What follows belongs to an exercise in optimizing a design on an open flow for small area; a production flow would make more cautious choices. Function was checked by simulation only, so behaviour that the tests miss may differ from the original.

==> flow/design.v (outline; a module is shown in full before it is edited, if it fits) <==
// module lrelu_config_ctrl: 31 lines
// module lrelu_coef_bank: 21 lines
// module lrelu_affine_stage: 944 lines
// module lrelu_leaky_stage: 18 lines
// module lrelu_engine: 76 lines
module lrelu_engine (
  input  logic                                    clk,
  input  logic                                    rst,
  input  logic                                    clken,
  input  logic                                    s_valid,
  input  logic                                    s_last,
  input  logic [3:0]               s_user,
  input  logic [4*20-1:0]  s_data,
  input  logic                                    cfg_valid,
  input  logic [16-1:0]              cfg_data,
  output logic                                    m_valid,
  output logic                                    m_last,
  output logic [3:0]               m_user,
  output logic [4*8-1:0] m_data,
  output logic                                    count_config_full
);
  // ...
==> flow/run.sh <==
#!/bin/bash
# synth_recipe.tcl (not shown) runs the flow's synth.tcl, then flattens the netlist and writes it again
# the make line also repeats each setting of config.mk as NAME=value (left out here)
make -C /OpenROAD-flow-scripts/flow DESIGN_CONFIG=/design/flow/config.mk WORK_HOME=/design/flow/orfs CLKGATE_MAP_FILE= SYNTH_SCRIPT=/design/flow/synth_recipe.tcl finish
==> flow/config.mk <==
export PLATFORM = sky130hd
export DESIGN_NAME = lrelu_engine
export DESIGN_NICKNAME = lrelu_engine
export VERILOG_FILES = /design/flow/design.v
export SDC_FILE = /design/flow/constraint.sdc
export NUM_CORES = 4
export LEC_CHECK = 0
export CAP_MARGIN = 20
export CORE_MARGIN = 2
export CORE_UTILIZATION = 55
export SLEW_MARGIN = 20
==> flow/constraint.sdc <==
create_clock -name core_clock -period 8.0 [get_ports {clk}]
set_input_delay 1.6000 -clock core_clock [delete_from_list [all_inputs] [get_ports {clk}]]
set_output_delay 1.6000 -clock core_clock [all_outputs]
set_load 0.01 [all_outputs]
==> summary.txt, run 1 <==
status no timing/DRC/antenna violations; hold path endpoint d_1[9]$_DFFE_PP_; vias in the first global route 50200; final core occ 61.9%; crit end category flip-flop; Seq area share 14.9%; Worst R2R End d_pipe[0][1]$_SDFFCE_PN1P_; Crit path max-delay family adder cells; Post-Syn Instances 6838; maximum clock frequency 0.129 GHz; largest net degree at the start of global routing 63; FFs & Latches 364; Initial Util 55.3%; Critical R2R Launch p_1[2]$_DFFE_PP_; Sequential Area 10900 um2; multi-input gates 4665; CP startpoint s_data[45]; Repair and plain buffers 567; slowest cell delay on critical path 0.58 ns; Post-DP HPWL 138000 um; Hold Path Class flip-flop to flip-flop; GRT met3 Usage 4.86%; M2 GR Usage 48.5%; H-tree Lvls 2; Bufs on Longest Clock Path 3; top cells by area, synth fa_1 (36%), edfxtp_1 (16%), ha_1 (11%); Synth top cells by count inv_1 (1563), fa_1 (1153), nand2_1 (827); Well Taps 1536; uppermost layer routed met4; final period utilization 97.2%; Clock Sink Count 364; CP max-delay cell fa_1; number of synthesized flops with an enable pin 356; post-synthesis compound-gate area fraction 8.23%; sequential area share after synthesis 16.7%; fin area 72800 um2; CTS tree done; die footprint 121000 um2; min Tclk post-route 7.77 ns; WS Path Type input port to flip-flop
==> run 2: changes to the inputs <==
==> flow/design.v (replaced) <==
module lrelu_config_ctrl (
  input  logic       clk,
  input  logic       rst,
  input  logic       clken,
  input  logic       cfg_valid,
  output logic [8:0] cfg_sel,
  output logic       count_config_full
);
  logic [3:0] state;
  logic [3:0] state_next;
  always_comb begin
    case (state)
      4'd8:    state_next = 4'd9;
      4'd9:    state_next = 4'd1;
      default: state_next = state + 4'd1;
    endcase
  end
  always_ff @(posedge clk) begin
    if (rst) begin
      state <= 4'd0;
    end else if (clken && cfg_valid) begin
      state <= state_next;
    end
  end
  always_comb begin
    cfg_sel = '0;
    if (state == 4'd9) cfg_sel[0] = 1'b1;
    else               cfg_sel[state] = 1'b1;
  end
  assign count_config_full = (state == 4'd9);
endmodule
module lrelu_coef_bank (
  input  logic                       clk,
  input  logic                       rst,
  input  logic                       clken,
  input  logic                       cfg_valid,
  input  logic [8:0]                 cfg_sel,
  input  logic [16-1:0] cfg_data,
  output logic [9*16-1:0] coef
);
  logic [16-1:0] wdata;
  logic                       take;
  assign wdata = cfg_data & {16{!rst}};
  assign take  = clken && cfg_valid;
  always_ff @(posedge clk) begin
    for (int i = 0; i < 9; i++) begin
      if (rst || (take && cfg_sel[i])) begin
        coef[i*16 +: 16] <= (i >= 5) ? ~wdata : wdata;
      end
    end
  end
endmodule
module lrelu_fa (
  input  logic A,
  input  logic B,
  input  logic CIN,
  output logic COUT,
  output logic SUM
);
  assign SUM  = A ^ B ^ CIN;
  assign COUT = (A & B) | (A & CIN) | (B & CIN);
endmodule
module lrelu_ha (
  input  logic A,
  input  logic B,
  output logic COUT,
  output logic SUM
);
  assign SUM  = A ^ B;
  assign COUT = A & B;
endmodule
module lrelu_affine_stage (
  input  logic [19:0] x,
  input  logic [15:0] a,
  input  logic [15:0] nb,
  output logic [19:0] p,
  output logic        s,
  output logic        ovf
);
  wire t1 = ~(x[0] & a[0]);
  wire t2 = ~(x[0] & a[1]);
  wire t3 = ~(x[0] & a[2]);
  wire t4 = ~(x[0] & a[3]);
  wire t5 = ~(x[0] & a[4]);
  wire t6 = ~(x[0] & a[5]);
  wire t7 = ~(x[0] & a[6]);
  wire t8 = ~(x[0] & a[7]);
  wire t9 = ~(x[0] & a[8]);
  wire t10 = ~(x[0] & a[9]);
  wire t11 = ~(x[0] & a[10]);
  wire t12 = ~(x[0] & a[11]);
  wire t13 = ~(x[0] & a[12]);
  wire t14 = ~(x[0] & a[13]);
  wire t15 = ~(x[0] & a[14]);
  wire t16 = x[0] & a[15];
  wire t17 = ~(x[1] & a[0]);
  wire t18 = ~(x[1] & a[1]);
  wire t19 = ~(x[1] & a[2]);
  wire t20 = ~(x[1] & a[3]);
  wire t21 = ~(x[1] & a[4]);
  wire t22 = ~(x[1] & a[5]);
  wire t23 = ~(x[1] & a[6]);
  wire t24 = ~(x[1] & a[7]);
  wire t25 = ~(x[1] & a[8]);
  wire t26 = ~(x[1] & a[9]);
  wire t27 = ~(x[1] & a[10]);
  wire t28 = ~(x[1] & a[11]);
  wire t29 = ~(x[1] & a[12]);
  wire t30 = ~(x[1] & a[13]);
  wire t31 = ~(x[1] & a[14]);
  wire t32 = x[1] & a[15];
  wire t33 = ~(x[2] & a[0]);
  wire t34 = ~(x[2] & a[1]);
  wire t35 = ~(x[2] & a[2]);
  wire t36 = ~(x[2] & a[3]);
  wire t37 = ~(x[2] & a[4]);
  wire t38 = ~(x[2] & a[5]);
  wire t39 = ~(x[2] & a[6]);
  wire t40 = ~(x[2] & a[7]);
  wire t41 = ~(x[2] & a[8]);
  wire t42 = ~(x[2] & a[9]);
  wire t43 = ~(x[2] & a[10]);
  wire t44 = ~(x[2] & a[11]);
  wire t45 = ~(x[2] & a[12]);
  wire t46 = ~(x[2] & a[13]);
  wire t47 = ~(x[2] & a[14]);
  wire t48 = x[2] & a[15];
  wire t49 = ~(x[3] & a[0]);
  wire t50 = ~(x[3] & a[1]);
  wire t51 = ~(x[3] & a[2]);
  wire t52 = ~(x[3] & a[3]);
  wire t53 = ~(x[3] & a[4]);
  wire t54 = ~(x[3] & a[5]);
  wire t55 = ~(x[3] & a[6]);
  wire t56 = ~(x[3] & a[7]);
  wire t57 = ~(x[3] & a[8]);
  wire t58 = ~(x[3] & a[9]);
  wire t59 = ~(x[3] & a[10]);
  wire t60 = ~(x[3] & a[11]);
  wire t61 = ~(x[3] & a[12]);
  wire t62 = ~(x[3] & a[13]);
  wire t63 = ~(x[3] & a[14]);
  wire t64 = x[3] & a[15];
  wire t65 = ~(x[4] & a[0]);
  wire t66 = ~(x[4] & a[1]);
  wire t67 = ~(x[4] & a[2]);
  wire t68 = ~(x[4] & a[3]);
  wire t69 = ~(x[4] & a[4]);
  wire t70 = ~(x[4] & a[5]);
  wire t71 = ~(x[4] & a[6]);
  wire t72 = ~(x[4] & a[7]);
  wire t73 = ~(x[4] & a[8]);
  wire t74 = ~(x[4] & a[9]);
  wire t75 = ~(x[4] & a[10]);
  wire t76 = ~(x[4] & a[11]);
  wire t77 = ~(x[4] & a[12]);
  wire t78 = ~(x[4] & a[13]);
  wire t79 = ~(x[4] & a[14]);
  wire t80 = x[4] & a[15];
  wire t81 = ~(x[5] & a[0]);
  wire t82 = ~(x[5] & a[1]);
  wire t83 = ~(x[5] & a[2]);
  wire t84 = ~(x[5] & a[3]);
  wire t85 = ~(x[5] & a[4]);
  wire t86 = ~(x[5] & a[5]);
  wire t87 = ~(x[5] & a[6]);
  wire t88 = ~(x[5] & a[7]);
  wire t89 = ~(x[5] & a[8]);
  wire t90 = ~(x[5] & a[9]);
  wire t91 = ~(x[5] & a[10]);
  wire t92 = ~(x[5] & a[11]);
  wire t93 = ~(x[5] & a[12]);
  wire t94 = ~(x[5] & a[13]);
  wire t95 = ~(x[5] & a[14]);
  wire t96 = x[5] & a[15];
  wire t97 = ~(x[6] & a[0]);
  wire t98 = ~(x[6] & a[1]);
  wire t99 = ~(x[6] & a[2]);
  wire t100 = ~(x[6] & a[3]);
  wire t101 = ~(x[6] & a[4]);
  wire t102 = ~(x[6] & a[5]);
  wire t103 = ~(x[6] & a[6]);
  wire t104 = ~(x[6] & a[7]);
  wire t105 = ~(x[6] & a[8]);
  wire t106 = ~(x[6] & a[9]);
  wire t107 = ~(x[6] & a[10]);
  wire t108 = ~(x[6] & a[11]);
  wire t109 = ~(x[6] & a[12]);
  wire t110 = ~(x[6] & a[13]);
  wire t111 = ~(x[6] & a[14]);
  wire t112 = x[6] & a[15];
  wire t113 = ~(x[7] & a[0]);
  wire t114 = ~(x[7] & a[1]);
  wire t115 = ~(x[7] & a[2]);
  wire t116 = ~(x[7] & a[3]);
  wire t117 = ~(x[7] & a[4]);
  wire t118 = ~(x[7] & a[5]);
  wire t119 = ~(x[7] & a[6]);
  wire t120 = ~(x[7] & a[7]);
  wire t121 = ~(x[7] & a[8]);
  wire t122 = ~(x[7] & a[9]);
  wire t123 = ~(x[7] & a[10]);
  wire t124 = ~(x[7] & a[11]);
  wire t125 = ~(x[7] & a[12]);
  wire t126 = ~(x[7] & a[13]);
  wire t127 = ~(x[7] & a[14]);
  wire t128 = x[7] & a[15];
  wire t129 = ~(x[8] & a[0]);
  wire t130 = ~(x[8] & a[1]);
  wire t131 = ~(x[8] & a[2]);
  wire t132 = ~(x[8] & a[3]);
  wire t133 = ~(x[8] & a[4]);
  wire t134 = ~(x[8] & a[5]);
  wire t135 = ~(x[8] & a[6]);
  wire t136 = ~(x[8] & a[7]);
  wire t137 = ~(x[8] & a[8]);
  wire t138 = ~(x[8] & a[9]);
  wire t139 = ~(x[8] & a[10]);
  wire t140 = ~(x[8] & a[11]);
  wire t141 = ~(x[8] & a[12]);
  wire t142 = ~(x[8] & a[13]);
  wire t143 = ~(x[8] & a[14]);
  wire t144 = x[8] & a[15];
  wire t145 = ~(x[9] & a[0]);
  wire t146 = ~(x[9] & a[1]);
  wire t147 = ~(x[9] & a[2]);
  wire t148 = ~(x[9] & a[3]);
  wire t149 = ~(x[9] & a[4]);
  wire t150 = ~(x[9] & a[5]);
  wire t151 = ~(x[9] & a[6]);
  wire t152 = ~(x[9] & a[7]);
  wire t153 = ~(x[9] & a[8]);
  wire t154 = ~(x[9] & a[9]);
  wire t155 = ~(x[9] & a[10]);
  wire t156 = ~(x[9] & a[11]);
  wire t157 = ~(x[9] & a[12]);
  wire t158 = ~(x[9] & a[13]);
  wire t159 = ~(x[9] & a[14]);
  wire t160 = x[9] & a[15];
  wire t161 = ~(x[10] & a[0]);
  wire t162 = ~(x[10] & a[1]);
  wire t163 = ~(x[10] & a[2]);
  wire t164 = ~(x[10] & a[3]);
  wire t165 = ~(x[10] & a[4]);
  wire t166 = ~(x[10] & a[5]);
  wire t167 = ~(x[10] & a[6]);
  wire t168 = ~(x[10] & a[7]);
  wire t169 = ~(x[10] & a[8]);
  wire t170 = ~(x[10] & a[9]);
  wire t171 = ~(x[10] & a[10]);
  wire t172 = ~(x[10] & a[11]);
  wire t173 = ~(x[10] & a[12]);
  wire t174 = ~(x[10] & a[13]);
  wire t175 = ~(x[10] & a[14]);
  wire t176 = x[10] & a[15];
  wire t177 = ~(x[11] & a[0]);
  wire t178 = ~(x[11] & a[1]);
  wire t179 = ~(x[11] & a[2]);
  wire t180 = ~(x[11] & a[3]);
  wire t181 = ~(x[11] & a[4]);
  wire t182 = ~(x[11] & a[5]);
  wire t183 = ~(x[11] & a[6]);
  wire t184 = ~(x[11] & a[7]);
  wire t185 = ~(x[11] & a[8]);
  wire t186 = ~(x[11] & a[9]);
  wire t187 = ~(x[11] & a[10]);
  wire t188 = ~(x[11] & a[11]);
  wire t189 = ~(x[11] & a[12]);
  wire t190 = ~(x[11] & a[13]);
  wire t191 = ~(x[11] & a[14]);
  wire t192 = x[11] & a[15];
  wire t193 = ~(x[12] & a[0]);
  wire t194 = ~(x[12] & a[1]);
  wire t195 = ~(x[12] & a[2]);
  wire t196 = ~(x[12] & a[3]);
  wire t197 = ~(x[12] & a[4]);
  wire t198 = ~(x[12] & a[5]);
  wire t199 = ~(x[12] & a[6]);
  wire t200 = ~(x[12] & a[7]);
  wire t201 = ~(x[12] & a[8]);
  wire t202 = ~(x[12] & a[9]);
  wire t203 = ~(x[12] & a[10]);
  wire t204 = ~(x[12] & a[11]);
  wire t205 = ~(x[12] & a[12]);
  wire t206 = ~(x[12] & a[13]);
  wire t207 = ~(x[12] & a[14]);
  wire t208 = x[12] & a[15];
  wire t209 = ~(x[13] & a[0]);
  wire t210 = ~(x[13] & a[1]);
  wire t211 = ~(x[13] & a[2]);
  wire t212 = ~(x[13] & a[3]);
  wire t213 = ~(x[13] & a[4]);
  wire t214 = ~(x[13] & a[5]);
  wire t215 = ~(x[13] & a[6]);
  wire t216 = ~(x[13] & a[7]);
  wire t217 = ~(x[13] & a[8]);
  wire t218 = ~(x[13] & a[9]);
  wire t219 = ~(x[13] & a[10]);
  wire t220 = ~(x[13] & a[11]);
  wire t221 = ~(x[13] & a[12]);
  wire t222 = ~(x[13] & a[13]);
  wire t223 = ~(x[13] & a[14]);
  wire t224 = x[13] & a[15];
  wire t225 = ~(x[14] & a[0]);
  wire t226 = ~(x[14] & a[1]);
  wire t227 = ~(x[14] & a[2]);
  wire t228 = ~(x[14] & a[3]);
  wire t229 = ~(x[14] & a[4]);
  wire t230 = ~(x[14] & a[5]);
  wire t231 = ~(x[14] & a[6]);
  wire t232 = ~(x[14] & a[7]);
  wire t233 = ~(x[14] & a[8]);
  wire t234 = ~(x[14] & a[9]);
  wire t235 = ~(x[14] & a[10]);
  wire t236 = ~(x[14] & a[11]);
  wire t237 = ~(x[14] & a[12]);
  wire t238 = ~(x[14] & a[13]);
  wire t239 = ~(x[14] & a[14]);
  wire t240 = x[14] & a[15];
  wire t241 = ~(x[15] & a[0]);
  wire t242 = ~(x[15] & a[1]);
  wire t243 = ~(x[15] & a[2]);
  wire t244 = ~(x[15] & a[3]);
  wire t245 = ~(x[15] & a[4]);
  wire t246 = ~(x[15] & a[5]);
  wire t247 = ~(x[15] & a[6]);
  wire t248 = ~(x[15] & a[7]);
  wire t249 = ~(x[15] & a[8]);
  wire t250 = ~(x[15] & a[9]);
  wire t251 = ~(x[15] & a[10]);
  wire t252 = ~(x[15] & a[11]);
  wire t253 = ~(x[15] & a[12]);
  wire t254 = ~(x[15] & a[13]);
  wire t255 = ~(x[15] & a[14]);
  wire t256 = x[15] & a[15];
  wire t257 = ~(x[16] & a[0]);
  wire t258 = ~(x[16] & a[1]);
  wire t259 = ~(x[16] & a[2]);
  wire t260 = ~(x[16] & a[3]);
  wire t261 = ~(x[16] & a[4]);
  wire t262 = ~(x[16] & a[5]);
  wire t263 = ~(x[16] & a[6]);
  wire t264 = ~(x[16] & a[7]);
  wire t265 = ~(x[16] & a[8]);
  wire t266 = ~(x[16] & a[9]);
  wire t267 = ~(x[16] & a[10]);
  wire t268 = ~(x[16] & a[11]);
  wire t269 = ~(x[16] & a[12]);
  wire t270 = ~(x[16] & a[13]);
  wire t271 = ~(x[16] & a[14]);
  wire t272 = x[16] & a[15];
  wire t273 = ~(x[17] & a[0]);
  wire t274 = ~(x[17] & a[1]);
  wire t275 = ~(x[17] & a[2]);
  wire t276 = ~(x[17] & a[3]);
  wire t277 = ~(x[17] & a[4]);
  wire t278 = ~(x[17] & a[5]);
  wire t279 = ~(x[17] & a[6]);
  wire t280 = ~(x[17] & a[7]);
  wire t281 = ~(x[17] & a[8]);
  wire t282 = ~(x[17] & a[9]);
  wire t283 = ~(x[17] & a[10]);
  wire t284 = ~(x[17] & a[11]);
  wire t285 = ~(x[17] & a[12]);
  wire t286 = ~(x[17] & a[13]);
  wire t287 = ~(x[17] & a[14]);
  wire t288 = x[17] & a[15];
  wire t289 = ~(x[18] & a[0]);
  wire t290 = ~(x[18] & a[1]);
  wire t291 = ~(x[18] & a[2]);
  wire t292 = ~(x[18] & a[3]);
  wire t293 = ~(x[18] & a[4]);
  wire t294 = ~(x[18] & a[5]);
  wire t295 = ~(x[18] & a[6]);
  wire t296 = ~(x[18] & a[7]);
  wire t297 = ~(x[18] & a[8]);
  wire t298 = ~(x[18] & a[9]);
  wire t299 = ~(x[18] & a[10]);
  wire t300 = ~(x[18] & a[11]);
  wire t301 = ~(x[18] & a[12]);
  wire t302 = ~(x[18] & a[13]);
  wire t303 = ~(x[18] & a[14]);
  wire t304 = x[18] & a[15];
  wire t305 = x[19] & a[0];
  wire t306 = x[19] & a[1];
  wire t307 = x[19] & a[2];
  wire t308 = x[19] & a[3];
  wire t309 = x[19] & a[4];
  wire t310 = x[19] & a[5];
  wire t311 = x[19] & a[6];
  wire t312 = x[19] & a[7];
  wire t313 = x[19] & a[8];
  wire t314 = x[19] & a[9];
  wire t315 = x[19] & a[10];
  wire t316 = x[19] & a[11];
  wire t317 = x[19] & a[12];
  wire t318 = x[19] & a[13];
  wire t319 = x[19] & a[14];
  wire t320 = ~(x[19] & a[15]);
  wire t321 = t13 ^ t28;
  wire t322 = t13 | t28;
  wire s323, c323;
  lrelu_fa u323 (.A(t14), .B(t29), .CIN(t44), .COUT(c323), .SUM(s323));
  wire t324 = t59 ^ t74;
  wire t325 = t59 | t74;
  wire s326, c326;
  lrelu_fa u326 (.A(t15), .B(t30), .CIN(t45), .COUT(c326), .SUM(s326));
  wire s327, c327;
  lrelu_fa u327 (.A(t60), .B(t75), .CIN(t90), .COUT(c327), .SUM(s327));
  wire t328 = t105 ^ t120;
  wire t329 = t105 | t120;
  wire s330, c330;
  lrelu_fa u330 (.A(t16), .B(t31), .CIN(t46), .COUT(c330), .SUM(s330));
  wire s331, c331;
  lrelu_fa u331 (.A(t61), .B(t76), .CIN(t91), .COUT(c331), .SUM(s331));
  wire s332, c332;
  lrelu_fa u332 (.A(t106), .B(t121), .CIN(t136), .COUT(c332), .SUM(s332));
  wire s333, c333;
  lrelu_fa u333 (.A(t151), .B(t166), .CIN(t181), .COUT(c333), .SUM(s333));
  wire s334, c334;
  lrelu_fa u334 (.A(t32), .B(t47), .CIN(t62), .COUT(c334), .SUM(s334));
  wire s335, c335;
  lrelu_fa u335 (.A(t77), .B(t92), .CIN(t107), .COUT(c335), .SUM(s335));
  wire s336, c336;
  lrelu_fa u336 (.A(t122), .B(t137), .CIN(t152), .COUT(c336), .SUM(s336));
  wire s337, c337;
  lrelu_fa u337 (.A(t167), .B(t182), .CIN(t197), .COUT(c337), .SUM(s337));
  wire s338, c338;
  lrelu_fa u338 (.A(t48), .B(t63), .CIN(t78), .COUT(c338), .SUM(s338));
  wire s339, c339;
  lrelu_fa u339 (.A(t93), .B(t108), .CIN(t123), .COUT(c339), .SUM(s339));
  wire s340, c340;
  lrelu_fa u340 (.A(t138), .B(t153), .CIN(t168), .COUT(c340), .SUM(s340));
  wire s341, c341;
  lrelu_fa u341 (.A(t183), .B(t198), .CIN(t213), .COUT(c341), .SUM(s341));
  wire s342, c342;
  lrelu_fa u342 (.A(t64), .B(t79), .CIN(t94), .COUT(c342), .SUM(s342));
  wire s343, c343;
  lrelu_fa u343 (.A(t109), .B(t124), .CIN(t139), .COUT(c343), .SUM(s343));
  wire s344, c344;
  lrelu_fa u344 (.A(t154), .B(t169), .CIN(t184), .COUT(c344), .SUM(s344));
  wire s345, c345;
  lrelu_fa u345 (.A(t199), .B(t214), .CIN(t229), .COUT(c345), .SUM(s345));
  wire s346, c346;
  lrelu_fa u346 (.A(t80), .B(t95), .CIN(t110), .COUT(c346), .SUM(s346));
  wire s347, c347;
  lrelu_fa u347 (.A(t125), .B(t140), .CIN(t155), .COUT(c347), .SUM(s347));
  wire s348, c348;
  lrelu_fa u348 (.A(t170), .B(t185), .CIN(t200), .COUT(c348), .SUM(s348));
  wire s349, c349;
  lrelu_fa u349 (.A(t215), .B(t230), .CIN(t245), .COUT(c349), .SUM(s349));
  wire t350 = t260 ^ t275;
  wire t351 = t260 | t275;
  wire s352, c352;
  lrelu_fa u352 (.A(t96), .B(t111), .CIN(t126), .COUT(c352), .SUM(s352));
  wire s353, c353;
  lrelu_fa u353 (.A(t141), .B(t156), .CIN(t171), .COUT(c353), .SUM(s353));
  wire s354, c354;
  lrelu_fa u354 (.A(t186), .B(t201), .CIN(t216), .COUT(c354), .SUM(s354));
  wire s355, c355;
  lrelu_fa u355 (.A(t231), .B(t246), .CIN(t261), .COUT(c355), .SUM(s355));
  wire s356, c356;
  lrelu_fa u356 (.A(t112), .B(t127), .CIN(t142), .COUT(c356), .SUM(s356));
  wire s357, c357;
  lrelu_fa u357 (.A(t157), .B(t172), .CIN(t187), .COUT(c357), .SUM(s357));
  wire s358, c358;
  lrelu_fa u358 (.A(t202), .B(t217), .CIN(t232), .COUT(c358), .SUM(s358));
  wire s359, c359;
  lrelu_fa u359 (.A(t128), .B(t143), .CIN(t158), .COUT(c359), .SUM(s359));
  wire s360, c360;
  lrelu_fa u360 (.A(t173), .B(t188), .CIN(t203), .COUT(c360), .SUM(s360));
  wire s361, c361;
  lrelu_fa u361 (.A(t144), .B(t159), .CIN(t174), .COUT(c361), .SUM(s361));
  wire t362 = t189 ^ t204;
  wire t363 = t189 | t204;
  wire t364 = t160 ^ t175;
  wire t365 = t160 | t175;
  wire t366 = t9 ^ t24;
  wire t367 = t9 | t24;
  wire s368, c368;
  lrelu_fa u368 (.A(t10), .B(t25), .CIN(t40), .COUT(c368), .SUM(s368));
  wire t369 = t55 ^ t70;
  wire t370 = t55 | t70;
  wire s371, c371;
  lrelu_fa u371 (.A(t11), .B(t26), .CIN(t41), .COUT(c371), .SUM(s371));
  wire s372, c372;
  lrelu_fa u372 (.A(t56), .B(t71), .CIN(t86), .COUT(c372), .SUM(s372));
  wire t373 = t101 ^ t116;
  wire t374 = t101 | t116;
  wire s375, c375;
  lrelu_fa u375 (.A(t12), .B(t27), .CIN(t42), .COUT(c375), .SUM(s375));
  wire s376, c376;
  lrelu_fa u376 (.A(t57), .B(t72), .CIN(t87), .COUT(c376), .SUM(s376));
  wire s377, c377;
  lrelu_fa u377 (.A(t102), .B(t117), .CIN(t132), .COUT(c377), .SUM(s377));
  wire t378 = t147 ^ t162;
  wire t379 = t147 | t162;
  wire s380, c380;
  lrelu_fa u380 (.A(t43), .B(t58), .CIN(t73), .COUT(c380), .SUM(s380));
  wire s381, c381;
  lrelu_fa u381 (.A(t88), .B(t103), .CIN(t118), .COUT(c381), .SUM(s381));
  wire s382, c382;
  lrelu_fa u382 (.A(t133), .B(t148), .CIN(t163), .COUT(c382), .SUM(s382));
  wire s383, c383;
  lrelu_fa u383 (.A(t178), .B(t193), .CIN(nb[4]), .COUT(c383), .SUM(s383));
  wire s384, c384;
  lrelu_fa u384 (.A(t89), .B(t104), .CIN(t119), .COUT(c384), .SUM(s384));
  wire s385, c385;
  lrelu_fa u385 (.A(t134), .B(t149), .CIN(t164), .COUT(c385), .SUM(s385));
  wire s386, c386;
  lrelu_fa u386 (.A(t179), .B(t194), .CIN(t209), .COUT(c386), .SUM(s386));
  wire s387, c387;
  lrelu_fa u387 (.A(nb[5]), .B(t322), .CIN(s323), .COUT(c387), .SUM(s387));
  wire s388, c388;
  lrelu_fa u388 (.A(t135), .B(t150), .CIN(t165), .COUT(c388), .SUM(s388));
  wire s389, c389;
  lrelu_fa u389 (.A(t180), .B(t195), .CIN(t210), .COUT(c389), .SUM(s389));
  wire s390, c390;
  lrelu_fa u390 (.A(t225), .B(nb[6]), .CIN(c323), .COUT(c390), .SUM(s390));
  wire s391, c391;
  lrelu_fa u391 (.A(t325), .B(s326), .CIN(s327), .COUT(c391), .SUM(s391));
  wire s392, c392;
  lrelu_fa u392 (.A(t196), .B(t211), .CIN(t226), .COUT(c392), .SUM(s392));
  wire s393, c393;
  lrelu_fa u393 (.A(t241), .B(nb[7]), .CIN(c326), .COUT(c393), .SUM(s393));
  wire s394, c394;
  lrelu_fa u394 (.A(c327), .B(t329), .CIN(s330), .COUT(c394), .SUM(s394));
  wire s395, c395;
  lrelu_fa u395 (.A(s331), .B(s332), .CIN(s333), .COUT(c395), .SUM(s395));
  wire s396, c396;
  lrelu_fa u396 (.A(t212), .B(t227), .CIN(t242), .COUT(c396), .SUM(s396));
  wire s397, c397;
  lrelu_fa u397 (.A(t257), .B(nb[8]), .CIN(c330), .COUT(c397), .SUM(s397));
  wire s398, c398;
  lrelu_fa u398 (.A(c331), .B(c332), .CIN(c333), .COUT(c398), .SUM(s398));
  wire s399, c399;
  lrelu_fa u399 (.A(s334), .B(s335), .CIN(s336), .COUT(c399), .SUM(s399));
  wire s400, c400;
  lrelu_fa u400 (.A(t228), .B(t243), .CIN(t258), .COUT(c400), .SUM(s400));
  wire s401, c401;
  lrelu_fa u401 (.A(t273), .B(nb[9]), .CIN(c334), .COUT(c401), .SUM(s401));
  wire s402, c402;
  lrelu_fa u402 (.A(c335), .B(c336), .CIN(c337), .COUT(c402), .SUM(s402));
  wire s403, c403;
  lrelu_fa u403 (.A(s338), .B(s339), .CIN(s340), .COUT(c403), .SUM(s403));
  wire s404, c404;
  lrelu_fa u404 (.A(t244), .B(t259), .CIN(t274), .COUT(c404), .SUM(s404));
  wire s405, c405;
  lrelu_fa u405 (.A(t289), .B(nb[10]), .CIN(c338), .COUT(c405), .SUM(s405));
  wire s406, c406;
  lrelu_fa u406 (.A(c339), .B(c340), .CIN(c341), .COUT(c406), .SUM(s406));
  wire s407, c407;
  lrelu_fa u407 (.A(s342), .B(s343), .CIN(s344), .COUT(c407), .SUM(s407));
  wire s408, c408;
  lrelu_fa u408 (.A(t290), .B(t305), .CIN(nb[11]), .COUT(c408), .SUM(s408));
  wire s409, c409;
  lrelu_fa u409 (.A(c342), .B(c343), .CIN(c344), .COUT(c409), .SUM(s409));
  wire s410, c410;
  lrelu_fa u410 (.A(c345), .B(s346), .CIN(s347), .COUT(c410), .SUM(s410));
  wire t411 = ~t350;
  wire s412, c412;
  lrelu_fa u412 (.A(s348), .B(s349), .CIN(t411), .COUT(c412), .SUM(s412));
  wire s413, c413;
  lrelu_fa u413 (.A(t276), .B(t291), .CIN(t306), .COUT(c413), .SUM(s413));
  wire s414, c414;
  lrelu_fa u414 (.A(nb[12]), .B(c346), .CIN(c347), .COUT(c414), .SUM(s414));
  wire s415, c415;
  lrelu_fa u415 (.A(c348), .B(c349), .CIN(t351), .COUT(c415), .SUM(s415));
  wire s416, c416;
  lrelu_fa u416 (.A(s352), .B(s353), .CIN(s354), .COUT(c416), .SUM(s416));
  wire s417, c417;
  lrelu_fa u417 (.A(t247), .B(t262), .CIN(t277), .COUT(c417), .SUM(s417));
  wire s418, c418;
  lrelu_fa u418 (.A(t292), .B(t307), .CIN(nb[13]), .COUT(c418), .SUM(s418));
  wire s419, c419;
  lrelu_fa u419 (.A(c352), .B(c353), .CIN(c354), .COUT(c419), .SUM(s419));
  wire s420, c420;
  lrelu_fa u420 (.A(c355), .B(s356), .CIN(s357), .COUT(c420), .SUM(s420));
  wire s421, c421;
  lrelu_fa u421 (.A(t218), .B(t233), .CIN(t248), .COUT(c421), .SUM(s421));
  wire s422, c422;
  lrelu_fa u422 (.A(t263), .B(t278), .CIN(t293), .COUT(c422), .SUM(s422));
  wire s423, c423;
  lrelu_fa u423 (.A(t308), .B(nb[14]), .CIN(c356), .COUT(c423), .SUM(s423));
  wire s424, c424;
  lrelu_fa u424 (.A(c357), .B(c358), .CIN(s359), .COUT(c424), .SUM(s424));
  wire s425, c425;
  lrelu_fa u425 (.A(t219), .B(t234), .CIN(t249), .COUT(c425), .SUM(s425));
  wire s426, c426;
  lrelu_fa u426 (.A(t264), .B(t279), .CIN(t294), .COUT(c426), .SUM(s426));
  wire t427 = ~nb[15];
  wire s428, c428;
  lrelu_fa u428 (.A(t309), .B(t427), .CIN(c359), .COUT(c428), .SUM(s428));
  wire t429 = ~t362;
  wire s430, c430;
  lrelu_fa u430 (.A(c360), .B(s361), .CIN(t429), .COUT(c430), .SUM(s430));
  wire s431, c431;
  lrelu_fa u431 (.A(t190), .B(t205), .CIN(t220), .COUT(c431), .SUM(s431));
  wire s432, c432;
  lrelu_fa u432 (.A(t235), .B(t250), .CIN(t265), .COUT(c432), .SUM(s432));
  wire s433, c433;
  lrelu_fa u433 (.A(t280), .B(t295), .CIN(t310), .COUT(c433), .SUM(s433));
  wire t434 = ~t364;
  wire s435, c435;
  lrelu_fa u435 (.A(c361), .B(t363), .CIN(t434), .COUT(c435), .SUM(s435));
  wire s436, c436;
  lrelu_fa u436 (.A(t176), .B(t191), .CIN(t206), .COUT(c436), .SUM(s436));
  wire s437, c437;
  lrelu_fa u437 (.A(t221), .B(t236), .CIN(t251), .COUT(c437), .SUM(s437));
  wire s438, c438;
  lrelu_fa u438 (.A(t266), .B(t281), .CIN(t296), .COUT(c438), .SUM(s438));
  wire t439 = t311 ^ t365;
  wire t440 = t311 | t365;
  wire s441, c441;
  lrelu_fa u441 (.A(t192), .B(t207), .CIN(t222), .COUT(c441), .SUM(s441));
  wire s442, c442;
  lrelu_fa u442 (.A(t237), .B(t252), .CIN(t267), .COUT(c442), .SUM(s442));
  wire t443 = t282 ^ t297;
  wire t444 = t282 | t297;
  wire s445, c445;
  lrelu_fa u445 (.A(t208), .B(t223), .CIN(t238), .COUT(c445), .SUM(s445));
  wire t446 = t253 ^ t268;
  wire t447 = t253 | t268;
  wire t448 = t224 ^ t239;
  wire t449 = t224 | t239;
  wire t450 = t7 ^ t22;
  wire t451 = t7 | t22;
  wire s452, c452;
  lrelu_fa u452 (.A(t8), .B(t23), .CIN(t38), .COUT(c452), .SUM(s452));
  wire t453 = t53 ^ t68;
  wire t454 = t53 | t68;
  wire s455, c455;
  lrelu_fa u455 (.A(t39), .B(t54), .CIN(t69), .COUT(c455), .SUM(s455));
  wire s456, c456;
  lrelu_fa u456 (.A(t84), .B(t99), .CIN(t114), .COUT(c456), .SUM(s456));
  wire t457 = t129 ^ nb[0];
  wire t458 = t129 | nb[0];
  wire s459, c459;
  lrelu_fa u459 (.A(t85), .B(t100), .CIN(t115), .COUT(c459), .SUM(s459));
  wire s460, c460;
  lrelu_fa u460 (.A(t130), .B(t145), .CIN(nb[1]), .COUT(c460), .SUM(s460));
  wire t461 = ~t369;
  wire s462, c462;
  lrelu_fa u462 (.A(t367), .B(s368), .CIN(t461), .COUT(c462), .SUM(s462));
  wire s463, c463;
  lrelu_fa u463 (.A(t131), .B(t146), .CIN(t161), .COUT(c463), .SUM(s463));
  wire s464, c464;
  lrelu_fa u464 (.A(nb[2]), .B(c368), .CIN(t370), .COUT(c464), .SUM(s464));
  wire t465 = ~t373;
  wire s466, c466;
  lrelu_fa u466 (.A(s371), .B(s372), .CIN(t465), .COUT(c466), .SUM(s466));
  wire s467, c467;
  lrelu_fa u467 (.A(t177), .B(nb[3]), .CIN(c371), .COUT(c467), .SUM(s467));
  wire s468, c468;
  lrelu_fa u468 (.A(c372), .B(t374), .CIN(s375), .COUT(c468), .SUM(s468));
  wire t469 = ~t378;
  wire s470, c470;
  lrelu_fa u470 (.A(s376), .B(s377), .CIN(t469), .COUT(c470), .SUM(s470));
  wire t471 = ~t321;
  wire s472, c472;
  lrelu_fa u472 (.A(t471), .B(c375), .CIN(c376), .COUT(c472), .SUM(s472));
  wire s473, c473;
  lrelu_fa u473 (.A(c377), .B(t379), .CIN(s380), .COUT(c473), .SUM(s473));
  wire s474, c474;
  lrelu_fa u474 (.A(s381), .B(s382), .CIN(s383), .COUT(c474), .SUM(s474));
  wire t475 = ~t324;
  wire s476, c476;
  lrelu_fa u476 (.A(t475), .B(c380), .CIN(c381), .COUT(c476), .SUM(s476));
  wire s477, c477;
  lrelu_fa u477 (.A(c382), .B(c383), .CIN(s384), .COUT(c477), .SUM(s477));
  wire s478, c478;
  lrelu_fa u478 (.A(s385), .B(s386), .CIN(s387), .COUT(c478), .SUM(s478));
  wire t479 = ~t328;
  wire s480, c480;
  lrelu_fa u480 (.A(t479), .B(c384), .CIN(c385), .COUT(c480), .SUM(s480));
  wire s481, c481;
  lrelu_fa u481 (.A(c386), .B(c387), .CIN(s388), .COUT(c481), .SUM(s481));
  wire s482, c482;
  lrelu_fa u482 (.A(s389), .B(s390), .CIN(s391), .COUT(c482), .SUM(s482));
  wire s483, c483;
  lrelu_fa u483 (.A(c388), .B(c389), .CIN(c390), .COUT(c483), .SUM(s483));
  wire s484, c484;
  lrelu_fa u484 (.A(c391), .B(s392), .CIN(s393), .COUT(c484), .SUM(s484));
  wire s485, c485;
  lrelu_ha u485 (.A(s394), .B(s395), .COUT(c485), .SUM(s485));
  wire s486, c486;
  lrelu_fa u486 (.A(s337), .B(c392), .CIN(c393), .COUT(c486), .SUM(s486));
  wire s487, c487;
  lrelu_fa u487 (.A(c394), .B(c395), .CIN(s396), .COUT(c487), .SUM(s487));
  wire s488, c488;
  lrelu_fa u488 (.A(s397), .B(s398), .CIN(s399), .COUT(c488), .SUM(s488));
  wire s489, c489;
  lrelu_fa u489 (.A(s341), .B(c396), .CIN(c397), .COUT(c489), .SUM(s489));
  wire s490, c490;
  lrelu_fa u490 (.A(c398), .B(c399), .CIN(s400), .COUT(c490), .SUM(s490));
  wire s491, c491;
  lrelu_fa u491 (.A(s401), .B(s402), .CIN(s403), .COUT(c491), .SUM(s491));
  wire s492, c492;
  lrelu_fa u492 (.A(s345), .B(c400), .CIN(c401), .COUT(c492), .SUM(s492));
  wire s493, c493;
  lrelu_fa u493 (.A(c402), .B(c403), .CIN(s404), .COUT(c493), .SUM(s493));
  wire s494, c494;
  lrelu_fa u494 (.A(s405), .B(s406), .CIN(s407), .COUT(c494), .SUM(s494));
  wire s495, c495;
  lrelu_fa u495 (.A(c404), .B(c405), .CIN(c406), .COUT(c495), .SUM(s495));
  wire s496, c496;
  lrelu_fa u496 (.A(c407), .B(s408), .CIN(s409), .COUT(c496), .SUM(s496));
  wire s497, c497;
  lrelu_ha u497 (.A(s410), .B(s412), .COUT(c497), .SUM(s497));
  wire s498, c498;
  lrelu_fa u498 (.A(s355), .B(c408), .CIN(c409), .COUT(c498), .SUM(s498));
  wire s499, c499;
  lrelu_fa u499 (.A(c410), .B(c412), .CIN(s413), .COUT(c499), .SUM(s499));
  wire s500, c500;
  lrelu_fa u500 (.A(s414), .B(s415), .CIN(s416), .COUT(c500), .SUM(s500));
  wire s501, c501;
  lrelu_fa u501 (.A(s358), .B(c413), .CIN(c414), .COUT(c501), .SUM(s501));
  wire s502, c502;
  lrelu_fa u502 (.A(c415), .B(c416), .CIN(s417), .COUT(c502), .SUM(s502));
  wire s503, c503;
  lrelu_fa u503 (.A(s418), .B(s419), .CIN(s420), .COUT(c503), .SUM(s503));
  wire s504, c504;
  lrelu_fa u504 (.A(s360), .B(c417), .CIN(c418), .COUT(c504), .SUM(s504));
  wire s505, c505;
  lrelu_fa u505 (.A(c419), .B(c420), .CIN(s421), .COUT(c505), .SUM(s505));
  wire s506, c506;
  lrelu_fa u506 (.A(s422), .B(s423), .CIN(s424), .COUT(c506), .SUM(s506));
  wire s507, c507;
  lrelu_fa u507 (.A(c421), .B(c422), .CIN(c423), .COUT(c507), .SUM(s507));
  wire s508, c508;
  lrelu_fa u508 (.A(c424), .B(s425), .CIN(s426), .COUT(c508), .SUM(s508));
  wire s509, c509;
  lrelu_ha u509 (.A(s428), .B(s430), .COUT(c509), .SUM(s509));
  wire s510, c510;
  lrelu_fa u510 (.A(c425), .B(c426), .CIN(c428), .COUT(c510), .SUM(s510));
  wire s511, c511;
  lrelu_fa u511 (.A(c430), .B(s431), .CIN(s432), .COUT(c511), .SUM(s511));
  wire s512, c512;
  lrelu_ha u512 (.A(s433), .B(s435), .COUT(c512), .SUM(s512));
  wire s513, c513;
  lrelu_fa u513 (.A(c431), .B(c432), .CIN(c433), .COUT(c513), .SUM(s513));
  wire s514, c514;
  lrelu_fa u514 (.A(c435), .B(s436), .CIN(s437), .COUT(c514), .SUM(s514));
  wire t515 = ~t439;
  wire s516, c516;
  lrelu_ha u516 (.A(s438), .B(t515), .COUT(c516), .SUM(s516));
  wire s517, c517;
  lrelu_fa u517 (.A(t312), .B(c436), .CIN(c437), .COUT(c517), .SUM(s517));
  wire s518, c518;
  lrelu_fa u518 (.A(c438), .B(t440), .CIN(s441), .COUT(c518), .SUM(s518));
  wire t519 = ~t443;
  wire s520, c520;
  lrelu_ha u520 (.A(s442), .B(t519), .COUT(c520), .SUM(s520));
  wire s521, c521;
  lrelu_fa u521 (.A(t283), .B(t298), .CIN(t313), .COUT(c521), .SUM(s521));
  wire s522, c522;
  lrelu_fa u522 (.A(c441), .B(c442), .CIN(t444), .COUT(c522), .SUM(s522));
  wire t523 = ~t446;
  wire s524, c524;
  lrelu_ha u524 (.A(s445), .B(t523), .COUT(c524), .SUM(s524));
  wire s525, c525;
  lrelu_fa u525 (.A(t254), .B(t269), .CIN(t284), .COUT(c525), .SUM(s525));
  wire s526, c526;
  lrelu_fa u526 (.A(t299), .B(t314), .CIN(c445), .COUT(c526), .SUM(s526));
  wire t527 = ~t448;
  wire s528, c528;
  lrelu_ha u528 (.A(t447), .B(t527), .COUT(c528), .SUM(s528));
  wire s529, c529;
  lrelu_fa u529 (.A(t240), .B(t255), .CIN(t270), .COUT(c529), .SUM(s529));
  wire s530, c530;
  lrelu_fa u530 (.A(t285), .B(t300), .CIN(t315), .COUT(c530), .SUM(s530));
  wire s531, c531;
  lrelu_fa u531 (.A(t256), .B(t271), .CIN(t286), .COUT(c531), .SUM(s531));
  wire t532 = t5 ^ t20;
  wire t533 = t5 | t20;
  wire s534, c534;
  lrelu_fa u534 (.A(t6), .B(t21), .CIN(t36), .COUT(c534), .SUM(s534));
  wire t535 = t51 ^ t66;
  wire t536 = t51 | t66;
  wire s537, c537;
  lrelu_fa u537 (.A(t37), .B(t52), .CIN(t67), .COUT(c537), .SUM(s537));
  wire t538 = ~t450;
  wire s539, c539;
  lrelu_fa u539 (.A(t82), .B(t97), .CIN(t538), .COUT(c539), .SUM(s539));
  wire s540, c540;
  lrelu_fa u540 (.A(t83), .B(t98), .CIN(t113), .COUT(c540), .SUM(s540));
  wire t541 = ~t453;
  wire s542, c542;
  lrelu_fa u542 (.A(t451), .B(s452), .CIN(t541), .COUT(c542), .SUM(s542));
  wire t543 = ~t366;
  wire s544, c544;
  lrelu_fa u544 (.A(t543), .B(c452), .CIN(t454), .COUT(c544), .SUM(s544));
  wire t545 = ~t457;
  wire s546, c546;
  lrelu_fa u546 (.A(s455), .B(s456), .CIN(t545), .COUT(c546), .SUM(s546));
  wire s547, c547;
  lrelu_fa u547 (.A(c455), .B(c456), .CIN(t458), .COUT(c547), .SUM(s547));
  wire s548, c548;
  lrelu_fa u548 (.A(s459), .B(s460), .CIN(s462), .COUT(c548), .SUM(s548));
  wire s549, c549;
  lrelu_fa u549 (.A(c459), .B(c460), .CIN(c462), .COUT(c549), .SUM(s549));
  wire s550, c550;
  lrelu_fa u550 (.A(s463), .B(s464), .CIN(s466), .COUT(c550), .SUM(s550));
  wire s551, c551;
  lrelu_fa u551 (.A(c463), .B(c464), .CIN(c466), .COUT(c551), .SUM(s551));
  wire s552, c552;
  lrelu_fa u552 (.A(s467), .B(s468), .CIN(s470), .COUT(c552), .SUM(s552));
  wire s553, c553;
  lrelu_fa u553 (.A(c467), .B(c468), .CIN(c470), .COUT(c553), .SUM(s553));
  wire s554, c554;
  lrelu_fa u554 (.A(s472), .B(s473), .CIN(s474), .COUT(c554), .SUM(s554));
  wire s555, c555;
  lrelu_fa u555 (.A(c472), .B(c473), .CIN(c474), .COUT(c555), .SUM(s555));
  wire s556, c556;
  lrelu_fa u556 (.A(s476), .B(s477), .CIN(s478), .COUT(c556), .SUM(s556));
  wire s557, c557;
  lrelu_fa u557 (.A(c476), .B(c477), .CIN(c478), .COUT(c557), .SUM(s557));
  wire s558, c558;
  lrelu_fa u558 (.A(s480), .B(s481), .CIN(s482), .COUT(c558), .SUM(s558));
  wire s559, c559;
  lrelu_fa u559 (.A(c480), .B(c481), .CIN(c482), .COUT(c559), .SUM(s559));
  wire s560, c560;
  lrelu_fa u560 (.A(s483), .B(s484), .CIN(s485), .COUT(c560), .SUM(s560));
  wire s561, c561;
  lrelu_fa u561 (.A(c483), .B(c484), .CIN(c485), .COUT(c561), .SUM(s561));
  wire s562, c562;
  lrelu_fa u562 (.A(s486), .B(s487), .CIN(s488), .COUT(c562), .SUM(s562));
  wire s563, c563;
  lrelu_fa u563 (.A(c486), .B(c487), .CIN(c488), .COUT(c563), .SUM(s563));
  wire s564, c564;
  lrelu_fa u564 (.A(s489), .B(s490), .CIN(s491), .COUT(c564), .SUM(s564));
  wire s565, c565;
  lrelu_fa u565 (.A(c489), .B(c490), .CIN(c491), .COUT(c565), .SUM(s565));
  wire s566, c566;
  lrelu_fa u566 (.A(s492), .B(s493), .CIN(s494), .COUT(c566), .SUM(s566));
  wire s567, c567;
  lrelu_fa u567 (.A(c492), .B(c493), .CIN(c494), .COUT(c567), .SUM(s567));
  wire s568, c568;
  lrelu_fa u568 (.A(s495), .B(s496), .CIN(s497), .COUT(c568), .SUM(s568));
  wire s569, c569;
  lrelu_fa u569 (.A(c495), .B(c496), .CIN(c497), .COUT(c569), .SUM(s569));
  wire s570, c570;
  lrelu_fa u570 (.A(s498), .B(s499), .CIN(s500), .COUT(c570), .SUM(s570));
  wire s571, c571;
  lrelu_fa u571 (.A(c498), .B(c499), .CIN(c500), .COUT(c571), .SUM(s571));
  wire s572, c572;
  lrelu_fa u572 (.A(s501), .B(s502), .CIN(s503), .COUT(c572), .SUM(s572));
  wire s573, c573;
  lrelu_fa u573 (.A(c501), .B(c502), .CIN(c503), .COUT(c573), .SUM(s573));
  wire s574, c574;
  lrelu_fa u574 (.A(s504), .B(s505), .CIN(s506), .COUT(c574), .SUM(s574));
  wire s575, c575;
  lrelu_fa u575 (.A(c504), .B(c505), .CIN(c506), .COUT(c575), .SUM(s575));
  wire s576, c576;
  lrelu_fa u576 (.A(s507), .B(s508), .CIN(s509), .COUT(c576), .SUM(s576));
  wire s577, c577;
  lrelu_fa u577 (.A(c507), .B(c508), .CIN(c509), .COUT(c577), .SUM(s577));
  wire s578, c578;
  lrelu_fa u578 (.A(s510), .B(s511), .CIN(s512), .COUT(c578), .SUM(s578));
  wire s579, c579;
  lrelu_fa u579 (.A(c510), .B(c511), .CIN(c512), .COUT(c579), .SUM(s579));
  wire s580, c580;
  lrelu_fa u580 (.A(s513), .B(s514), .CIN(s516), .COUT(c580), .SUM(s580));
  wire s581, c581;
  lrelu_fa u581 (.A(c513), .B(c514), .CIN(c516), .COUT(c581), .SUM(s581));
  wire s582, c582;
  lrelu_fa u582 (.A(s517), .B(s518), .CIN(s520), .COUT(c582), .SUM(s582));
  wire s583, c583;
  lrelu_fa u583 (.A(c517), .B(c518), .CIN(c520), .COUT(c583), .SUM(s583));
  wire s584, c584;
  lrelu_fa u584 (.A(s521), .B(s522), .CIN(s524), .COUT(c584), .SUM(s584));
  wire s585, c585;
  lrelu_fa u585 (.A(c521), .B(c522), .CIN(c524), .COUT(c585), .SUM(s585));
  wire s586, c586;
  lrelu_fa u586 (.A(s525), .B(s526), .CIN(s528), .COUT(c586), .SUM(s586));
  wire s587, c587;
  lrelu_fa u587 (.A(t449), .B(c525), .CIN(c526), .COUT(c587), .SUM(s587));
  wire s588, c588;
  lrelu_fa u588 (.A(c528), .B(s529), .CIN(s530), .COUT(c588), .SUM(s588));
  wire s589, c589;
  lrelu_fa u589 (.A(t301), .B(t316), .CIN(c529), .COUT(c589), .SUM(s589));
  wire s590, c590;
  lrelu_ha u590 (.A(c530), .B(s531), .COUT(c590), .SUM(s590));
  wire s591, c591;
  lrelu_fa u591 (.A(t272), .B(t287), .CIN(t302), .COUT(c591), .SUM(s591));
  wire s592, c592;
  lrelu_ha u592 (.A(t317), .B(c531), .COUT(c592), .SUM(s592));
  wire s593, c593;
  lrelu_fa u593 (.A(t288), .B(t303), .CIN(t318), .COUT(c593), .SUM(s593));
  wire t594 = t4 ^ t19;
  wire t595 = t4 | t19;
  wire s596, c596;
  lrelu_fa u596 (.A(t35), .B(t50), .CIN(t65), .COUT(c596), .SUM(s596));
  wire s597, c597;
  lrelu_fa u597 (.A(t81), .B(t533), .CIN(s534), .COUT(c597), .SUM(s597));
  wire s598, c598;
  lrelu_fa u598 (.A(c534), .B(t536), .CIN(s537), .COUT(c598), .SUM(s598));
  wire s599, c599;
  lrelu_fa u599 (.A(c537), .B(c539), .CIN(s540), .COUT(c599), .SUM(s599));
  wire s600, c600;
  lrelu_fa u600 (.A(c540), .B(c542), .CIN(s544), .COUT(c600), .SUM(s600));
  wire s601, c601;
  lrelu_fa u601 (.A(c544), .B(c546), .CIN(s547), .COUT(c601), .SUM(s601));
  wire s602, c602;
  lrelu_fa u602 (.A(c547), .B(c548), .CIN(s549), .COUT(c602), .SUM(s602));
  wire s603, c603;
  lrelu_fa u603 (.A(c549), .B(c550), .CIN(s551), .COUT(c603), .SUM(s603));
  wire s604, c604;
  lrelu_fa u604 (.A(c551), .B(c552), .CIN(s553), .COUT(c604), .SUM(s604));
  wire s605, c605;
  lrelu_fa u605 (.A(c553), .B(c554), .CIN(s555), .COUT(c605), .SUM(s605));
  wire s606, c606;
  lrelu_fa u606 (.A(c555), .B(c556), .CIN(s557), .COUT(c606), .SUM(s606));
  wire s607, c607;
  lrelu_fa u607 (.A(c557), .B(c558), .CIN(s559), .COUT(c607), .SUM(s607));
  wire s608, c608;
  lrelu_fa u608 (.A(c559), .B(c560), .CIN(s561), .COUT(c608), .SUM(s608));
  wire s609, c609;
  lrelu_fa u609 (.A(c561), .B(c562), .CIN(s563), .COUT(c609), .SUM(s609));
  wire s610, c610;
  lrelu_fa u610 (.A(c563), .B(c564), .CIN(s565), .COUT(c610), .SUM(s610));
  wire s611, c611;
  lrelu_fa u611 (.A(c565), .B(c566), .CIN(s567), .COUT(c611), .SUM(s611));
  wire s612, c612;
  lrelu_fa u612 (.A(c567), .B(c568), .CIN(s569), .COUT(c612), .SUM(s612));
  wire s613, c613;
  lrelu_fa u613 (.A(c569), .B(c570), .CIN(s571), .COUT(c613), .SUM(s613));
  wire s614, c614;
  lrelu_fa u614 (.A(c571), .B(c572), .CIN(s573), .COUT(c614), .SUM(s614));
  wire s615, c615;
  lrelu_fa u615 (.A(c573), .B(c574), .CIN(s575), .COUT(c615), .SUM(s615));
  wire s616, c616;
  lrelu_fa u616 (.A(c575), .B(c576), .CIN(s577), .COUT(c616), .SUM(s616));
  wire s617, c617;
  lrelu_fa u617 (.A(c577), .B(c578), .CIN(s579), .COUT(c617), .SUM(s617));
  wire s618, c618;
  lrelu_fa u618 (.A(c579), .B(c580), .CIN(s581), .COUT(c618), .SUM(s618));
  wire s619, c619;
  lrelu_fa u619 (.A(c581), .B(c582), .CIN(s583), .COUT(c619), .SUM(s619));
  wire s620, c620;
  lrelu_fa u620 (.A(c583), .B(c584), .CIN(s585), .COUT(c620), .SUM(s620));
  wire s621, c621;
  lrelu_fa u621 (.A(c585), .B(c586), .CIN(s587), .COUT(c621), .SUM(s621));
  wire s622, c622;
  lrelu_fa u622 (.A(c587), .B(c588), .CIN(s589), .COUT(c622), .SUM(s622));
  wire s623, c623;
  lrelu_fa u623 (.A(c589), .B(c590), .CIN(s591), .COUT(c623), .SUM(s623));
  wire s624, c624;
  lrelu_fa u624 (.A(c591), .B(c592), .CIN(s593), .COUT(c624), .SUM(s624));
  wire s625, c625;
  lrelu_fa u625 (.A(t304), .B(t319), .CIN(c593), .COUT(c625), .SUM(s625));
  wire t626 = t3 ^ t18;
  wire t627 = t3 | t18;
  wire t628 = ~t594;
  wire s629, c629;
  lrelu_fa u629 (.A(t34), .B(t49), .CIN(t628), .COUT(c629), .SUM(s629));
  wire t630 = ~t532;
  wire s631, c631;
  lrelu_fa u631 (.A(t630), .B(t595), .CIN(s596), .COUT(c631), .SUM(s631));
  wire t632 = ~t535;
  wire s633, c633;
  lrelu_fa u633 (.A(t632), .B(c596), .CIN(s597), .COUT(c633), .SUM(s633));
  wire s634, c634;
  lrelu_fa u634 (.A(s539), .B(c597), .CIN(s598), .COUT(c634), .SUM(s634));
  wire s635, c635;
  lrelu_fa u635 (.A(s542), .B(c598), .CIN(s599), .COUT(c635), .SUM(s635));
  wire s636, c636;
  lrelu_fa u636 (.A(s546), .B(c599), .CIN(s600), .COUT(c636), .SUM(s636));
  wire s637, c637;
  lrelu_fa u637 (.A(s548), .B(c600), .CIN(s601), .COUT(c637), .SUM(s637));
  wire s638, c638;
  lrelu_fa u638 (.A(s550), .B(c601), .CIN(s602), .COUT(c638), .SUM(s638));
  wire s639, c639;
  lrelu_fa u639 (.A(s552), .B(c602), .CIN(s603), .COUT(c639), .SUM(s639));
  wire s640, c640;
  lrelu_fa u640 (.A(s554), .B(c603), .CIN(s604), .COUT(c640), .SUM(s640));
  wire s641, c641;
  lrelu_fa u641 (.A(s556), .B(c604), .CIN(s605), .COUT(c641), .SUM(s641));
  wire s642, c642;
  lrelu_fa u642 (.A(s558), .B(c605), .CIN(s606), .COUT(c642), .SUM(s642));
  wire s643, c643;
  lrelu_fa u643 (.A(s560), .B(c606), .CIN(s607), .COUT(c643), .SUM(s643));
  wire s644, c644;
  lrelu_fa u644 (.A(s562), .B(c607), .CIN(s608), .COUT(c644), .SUM(s644));
  wire s645, c645;
  lrelu_fa u645 (.A(s564), .B(c608), .CIN(s609), .COUT(c645), .SUM(s645));
  wire s646, c646;
  lrelu_fa u646 (.A(s566), .B(c609), .CIN(s610), .COUT(c646), .SUM(s646));
  wire s647, c647;
  lrelu_fa u647 (.A(s568), .B(c610), .CIN(s611), .COUT(c647), .SUM(s647));
  wire s648, c648;
  lrelu_fa u648 (.A(s570), .B(c611), .CIN(s612), .COUT(c648), .SUM(s648));
  wire s649, c649;
  lrelu_fa u649 (.A(s572), .B(c612), .CIN(s613), .COUT(c649), .SUM(s649));
  wire s650, c650;
  lrelu_fa u650 (.A(s574), .B(c613), .CIN(s614), .COUT(c650), .SUM(s650));
  wire s651, c651;
  lrelu_fa u651 (.A(s576), .B(c614), .CIN(s615), .COUT(c651), .SUM(s651));
  wire s652, c652;
  lrelu_fa u652 (.A(s578), .B(c615), .CIN(s616), .COUT(c652), .SUM(s652));
  wire s653, c653;
  lrelu_fa u653 (.A(s580), .B(c616), .CIN(s617), .COUT(c653), .SUM(s653));
  wire s654, c654;
  lrelu_fa u654 (.A(s582), .B(c617), .CIN(s618), .COUT(c654), .SUM(s654));
  wire s655, c655;
  lrelu_fa u655 (.A(s584), .B(c618), .CIN(s619), .COUT(c655), .SUM(s655));
  wire s656, c656;
  lrelu_fa u656 (.A(s586), .B(c619), .CIN(s620), .COUT(c656), .SUM(s656));
  wire s657, c657;
  lrelu_fa u657 (.A(s588), .B(c620), .CIN(s621), .COUT(c657), .SUM(s657));
  wire s658, c658;
  lrelu_fa u658 (.A(s590), .B(c621), .CIN(s622), .COUT(c658), .SUM(s658));
  wire s659, c659;
  lrelu_fa u659 (.A(s592), .B(c622), .CIN(s623), .COUT(c659), .SUM(s659));
  wire s660, c660;
  lrelu_ha u660 (.A(c623), .B(s624), .COUT(c660), .SUM(s660));
  wire s661, c661;
  lrelu_ha u661 (.A(c624), .B(s625), .COUT(c661), .SUM(s661));
  wire s662, c662;
  lrelu_ha u662 (.A(t320), .B(c625), .COUT(c662), .SUM(s662));
  wire t663 = c656 ^ s657;
  wire t664 = c656 | s657;
  wire t665 = c657 ^ s658;
  wire t666 = c657 | s658;
  wire t667 = c658 ^ s659;
  wire t668 = c658 | s659;
  wire t669 = c659 ^ s660;
  wire t670 = c659 | s660;
  wire t671 = c660 ^ s661;
  wire t672 = c660 | s661;
  wire t673 = c661 ^ s662;
  wire t674 = c661 | s662;
  wire [35:0] r0 = {c662, t672, t670, t668, t666, t664, 1'b0, c655, c654, c653, c652, c651, c650, c649, c648, c647, c646, c645, c644, c643, c642, c641, c640, c639, c638, c637, c636, c635, c634, c633, c631, c629, t627, t33, t2, t1};
  wire [35:0] r1 = {t674, ~t673, ~t671, ~t669, ~t667, ~t665, ~t663, s656, s655, s654, s653, s652, s651, s650, s649, s648, s647, s646, s645, s644, s643, s642, s641, s640, s639, s638, s637, s636, s635, s634, s633, s631, s629, ~t626, t17, 1'b1};
  wire [35:0] z  = r0 + r1 + 1'b1;
  assign p   = ~z[27:8];
  assign s   = ~z[35];
  assign ovf = !((z[35:27] == 9'h000) || (z[35:27] == 9'h1ff));
endmodule
module lrelu_leaky_stage (
  input  logic [19:0]                 p,
  input  logic                        s,
  input  logic                        ovf,
  input  logic                        is_lrelu,
  input  logic [16-1:0]  d,
  output logic [8-1:0]  out
);
  logic        neg;
  logic [23:0] pe;
  logic [23:0] p13;
  logic [19:0] q;
  logic [20:0] r;
  assign neg = is_lrelu & p[19];
  assign pe  = {{4{p[19]}}, p};
  assign p13 = {pe[20:0], 3'b000} + {pe[21:0], 2'b00} + pe;
  assign q   = neg ? {{3{p13[23]}}, p13[23:7]} : p;
  assign r   = {q[19], q} + {{5{d[15]}}, d};
  always_comb begin
    if (ovf)                         out = s ? 8'h80 : 8'h7f;
    else if (!r[20] && r[19:7] != 0) out = 8'h7f;
    else if (r[20] && ~&r[19:7])     out = 8'h80;
    else                             out = r[7:0];
  end
endmodule
module lrelu_engine (
  input  logic                                    clk,
  input  logic                                    rst,
  input  logic                                    clken,
  input  logic                                    s_valid,
  input  logic                                    s_last,
  input  logic [3:0]               s_user,
  input  logic [4*20-1:0]  s_data,
  input  logic                                    cfg_valid,
  input  logic [16-1:0]              cfg_data,
  output logic                                    m_valid,
  output logic                                    m_last,
  output logic [3:0]               m_user,
  output logic [4*8-1:0] m_data,
  output logic                                    count_config_full
);
  localparam int PW = 5 + 4*8;   
  localparam int LW = 22;                                 
  logic [8:0]                     cfg_sel;
  logic [9*16-1:0]   coef;
  logic [4*LW-1:0]     l_c, l_1;
  logic [16-1:0]     d_1;
  logic [4:0]                     side_1;
  logic [4*8-1:0] res;
  logic [2:0]    v_pipe;
  logic [PW-1:0] d_pipe [2];
  lrelu_config_ctrl ctrl_i (
    .clk               (clk),
    .rst               (rst),
    .clken             (clken),
    .cfg_valid         (cfg_valid),
    .cfg_sel           (cfg_sel),
    .count_config_full (count_config_full)
  );
  lrelu_coef_bank bank_i (
    .clk       (clk),
    .rst       (rst),
    .clken     (clken),
    .cfg_valid (cfg_valid),
    .cfg_sel   (cfg_sel),
    .cfg_data  (cfg_data),
    .coef      (coef)
  );
  for (genvar u = 0; u < 4; u++) begin : g_lane
    lrelu_affine_stage affine_i (
      .x   (s_data[u*20 +: 20]),
      .a   (coef[(1+u)*16 +: 16]),
      .nb  (coef[(5+u)*16 +: 16]),
      .p   (l_c[u*LW +: 20]),
      .s   (l_c[u*LW + 20]),
      .ovf (l_c[u*LW + 21])
    );
    lrelu_leaky_stage leaky_i (
      .p        (l_1[u*LW +: 20]),
      .s        (l_1[u*LW + 20]),
      .ovf      (l_1[u*LW + 21]),
      .is_lrelu (side_1[3]),
      .d        (d_1),
      .out      (res[u*8 +: 8])
    );
  end
  always_ff @(posedge clk) begin
    if (rst) begin
      v_pipe  <= '0;
      m_valid <= 1'b0;
    end else if (clken) begin
      v_pipe  <= {v_pipe[1:0], s_valid};
      m_valid <= v_pipe[2];
    end
  end
  always_ff @(posedge clk) begin
    if (clken) begin
      l_1       <= l_c;
      d_1       <= coef[0 +: 16];
      side_1    <= {s_last, s_user};
      d_pipe[0] <= {side_1, res};
      d_pipe[1] <= d_pipe[0];
      {m_last, m_user, m_data} <= d_pipe[1];
    end
  end
endmodule
==> flow/flow/run.sh (new file) <==
#!/bin/bash
# Standard layout, except that synthesis maps the design's explicit adder
# cells (lrelu_fa, lrelu_ha) straight onto the library's full and half adders.
set -euo pipefail
WORK=$(pwd)
bash standard.sh SYNTH_CANONICALIZE_TCL="$WORK/flow/fa_map.tcl" finish > "$WORK/orfs_make.log" 2>&1
==> flow/flow/fa_map.tcl (new file) <==
# Map the design's explicit adder cells onto the library's full and half adders.
chtype -map lrelu_fa sky130_fd_sc_hd__fa_1
chtype -map lrelu_ha sky130_fd_sc_hd__ha_1
hierarchy -top $::env(DESIGN_NAME)
==> flow/standard.sh (new file) <==
#!/bin/bash
# synth_recipe.tcl (not shown) runs the flow's synth.tcl, then flattens the netlist and writes it again
# the make line also repeats each setting of config.mk as NAME=value (left out here)
make -C /OpenROAD-flow-scripts/flow DESIGN_CONFIG=/design/flow/config.mk WORK_HOME=/design/flow/orfs CLKGATE_MAP_FILE= SYNTH_SCRIPT=/design/flow/synth_recipe.tcl "${@:-finish}"
removed: flow/run.sh
==> summary.txt, run 2 <==
xor and xnor area share after synthesis 3.20%; die width 323 um; clk slew on worst S/H paths 0.07 ns; Maximum Capacitance Violations 0; die footprint 105000 um2 (-14%); H-tree Lvls 2 (unchanged); Clock Sink Count 372 (+2.2%); final hold vios 0; Sum Neg Setup Slack 0 ns; CP max-delay cell fa_1; slowest cell delay on critical path 0.55 ns (-0.03 ns); vias in the first global route 42500 (-15%); final period utilization 95.9% (-1.3 points); Post-Syn Instances 5262 (-23%); Setup violations, final 0; Largest register FFs 144; Crit path required time 8.34 ns; mux share of post-synthesis cell area 0.301%; Initial Util 55.3% (about the same); Hold Path Class flip-flop to flip-flop; initial antenna violation count 14; post-CTS setup buffers 0; first-pass GRT wire length 238000 um; CTS root buf clkbuf_16; CP startpoint kind input port; crit end category flip-flop; largest reg by FF count bank_i.coef; Post-DP HPWL 122000 um (-12%); post-synthesis compound-gate area fraction 6.60% (-1.6 points); Synth Flop Type edfxtp_1; Critical R2R Launch l_1[26]$_DFFE_PP_; port bufs 144; Core Rows 117; status no timing/DRC/antenna violations; CTS tree done; Synth top cells by count fa_1 (1140), nand2_1 (1134), ha_1 (449); Worst R2R End d_pipe[0][14]$_DFFE_PP_; # nets final 7250; max-slew violation count 0; worst setup slack after layout 0.329 ns; number of synthesized flops with an enable pin 364 (+2.2%); hold path endpoint m_data[14]$_DFFE_PP_; Avg Cell Area, Syn 10.7 um2; maximum clock frequency 0.130 GHz (+1.4%); top flop regs bank_i.coef (144), l_1 (88), d_pipe (74); RSZ-0062 raised after global routing no; Starting DRT DRC Count 2758; WS Path Type input port to flip-flop; top cells by area, synth fa_1 (41%), edfxtp_1 (19%), ha_1 (10%); Synth area leader fa_1; Bufs on Longest Clock Path 3 (unchanged); CP max FO 7; commonest non-fill, non-tap cells in the layout fa_1 (1140), nand2_1 (1134), ha_1 (449); Hold Startpoint d_pipe[1][14]$_DFFE_PP_; vias per cell 5.67; Crit path max-delay family adder cells; DRC 0; most common cell after layout, fill and taps aside fa_1; min Tclk post-route 7.67 ns (-0.104 ns); sequential area share after synthesis 19.8% (+3.1 points); Synth cell types 81; largest net degree at the start of global routing 83 (+32%); Finished Layout Cells 6970; Synth Area in Adders 50.7%; crit path DAT 8.01 ns
==> run 2: changes by cell type after synthesis, sizes merged, moves of 18 or more <==
cell / previous run / this run
o22ai: 21 / 3
nand2: 827 / 1134
o21a: 86 / 31
o21ai: 172 / 122
and2: 644 / 282
xor2: 94 / 74
nand2b: 29 / 54
a21oi: 197 / 142
inv: 1563 / 435
ha: 578 / 449
==> run 2: metrics by stage <==
stage                     cell area [um2]  hold WS, ns  utilization [%]
after global placement              61000        0.400             60.2
after CTS                           62500        0.416             61.6
after global routing                62600        0.421             61.7
after floorplan                     56100        0.400                -
after detailed placement            61000        0.405             60.2
final                               62600        0.411             61.7
==> run 2: repair_timing <==
item | 4_1_cts | 5_1_grt
endpoints found under the hold margin | 0 | 0
setup endpoints to repair | 0 | 1
gates resized for setup | 0 | 2
==> run 2: logic make-up (layout without fill, tap and decap cells) <==
| kind of cell | after synthesis | in the layout |
|---|---|---|
| adders and majority gates | 1589 | 1589 |
| AOI/OAI and AO/OA | 560 | 560 |
| xor gates and xnor gates | 205 | 205 |
| muxes | 16 | 16 |
| and+or+nand+nor | 1852 | 1852 |
| other | 0 | 12 |
| DFF | 372 | 372 |
| buffers and inverters | 668 | 996 |
==> run 2: worst max-delay path by stage <==
stage	slack, ns	to	cells past startpoint	start
final	0.33	l_1[87]$_DFFE_PP_	22	s_data[65]
after global routing	0.03	l_1[21]$_DFFE_PP_	21	s_data[1]
after CTS	0.28	l_1[21]$_DFFE_PP_	21	s_data[1]
after detailed placement	-0.35	l_1[21]$_DFFE_PP_	21	s_data[0]
after global placement	-0.24	l_1[21]$_DFFE_PP_	21	s_data[1]
after floorplan	0.30	l_1[21]$_DFFE_PP_	21	s_data[3]
==> run 2: worst reg2reg max path: cells and delay by family, from the launching register on <==
kind | cells | cell delay (ns)
flip-flops | 1 | 0.43
buffers and inverters | 2 | 0.16
adder cells (fa/ha/maj) | 3 | 1.15
AO/OA/AOI/OAI | 19 | 4.41
XOR/XNOR | 2 | 0.22
AND/OR/NAND/NOR | 3 | 0.51
==> run 2: final cells by class <==
cell class / instances / area [um2] / share of cell area [%]
Sequential cell: 372 / 11100 / 17.7
Inverter: 435 / 1630 / 2.61
Tap cell: 1368 / 1710 / 2.73
Clock inverter: 35 / 373 / 0.596
Multi-Input combinational cell: 4222 / 42500 / 68.0
Clock buffer: 47 / 1130 / 1.81
Antenna cell: 12 / 30.0 / 0.0480
Timing Repair Buffer: 479 / 4070 / 6.51
==> run 2: layer usage <==
| metal | GRT usage, % | part of all wire [%] | vias to the layer above |
|---|---|---|---|
| li1 | - | - | 17700 |
| met1 | 41.2 | 42 | 20200 |
| met2 | 49.3 | 48 | 1370 |
| met3 | 4.87 | 7.3 | 270 |
| met4 | 9.59 | 3.3 | 2 |
| met5 | 0 | 0.0073 | - |

==> what the ideal ports hide <==
In the flow no input, the clock included, has a driving cell. The finished layouts below were timed again as built, in two steps. Step 1 assumes that a clkbuf_16 drives the clock port and a buf_2 every other input. Step 2 also shifts input and output timing later by t, the mid clock arrival at the registers, as if the neighbouring blocks saw the same clock. Slacks: ideal ports / drivers / drivers and shift; pairs: ideal ports / drivers.
run	t (ns)	setup slack, ns
run 1	0.720	0.226 / 0.269 / -0.451
run 2	0.672	0.329 / 0.370 / -0.303
With both steps, setup timing fails in run 1 and run 2, where it was met with ideal ports.
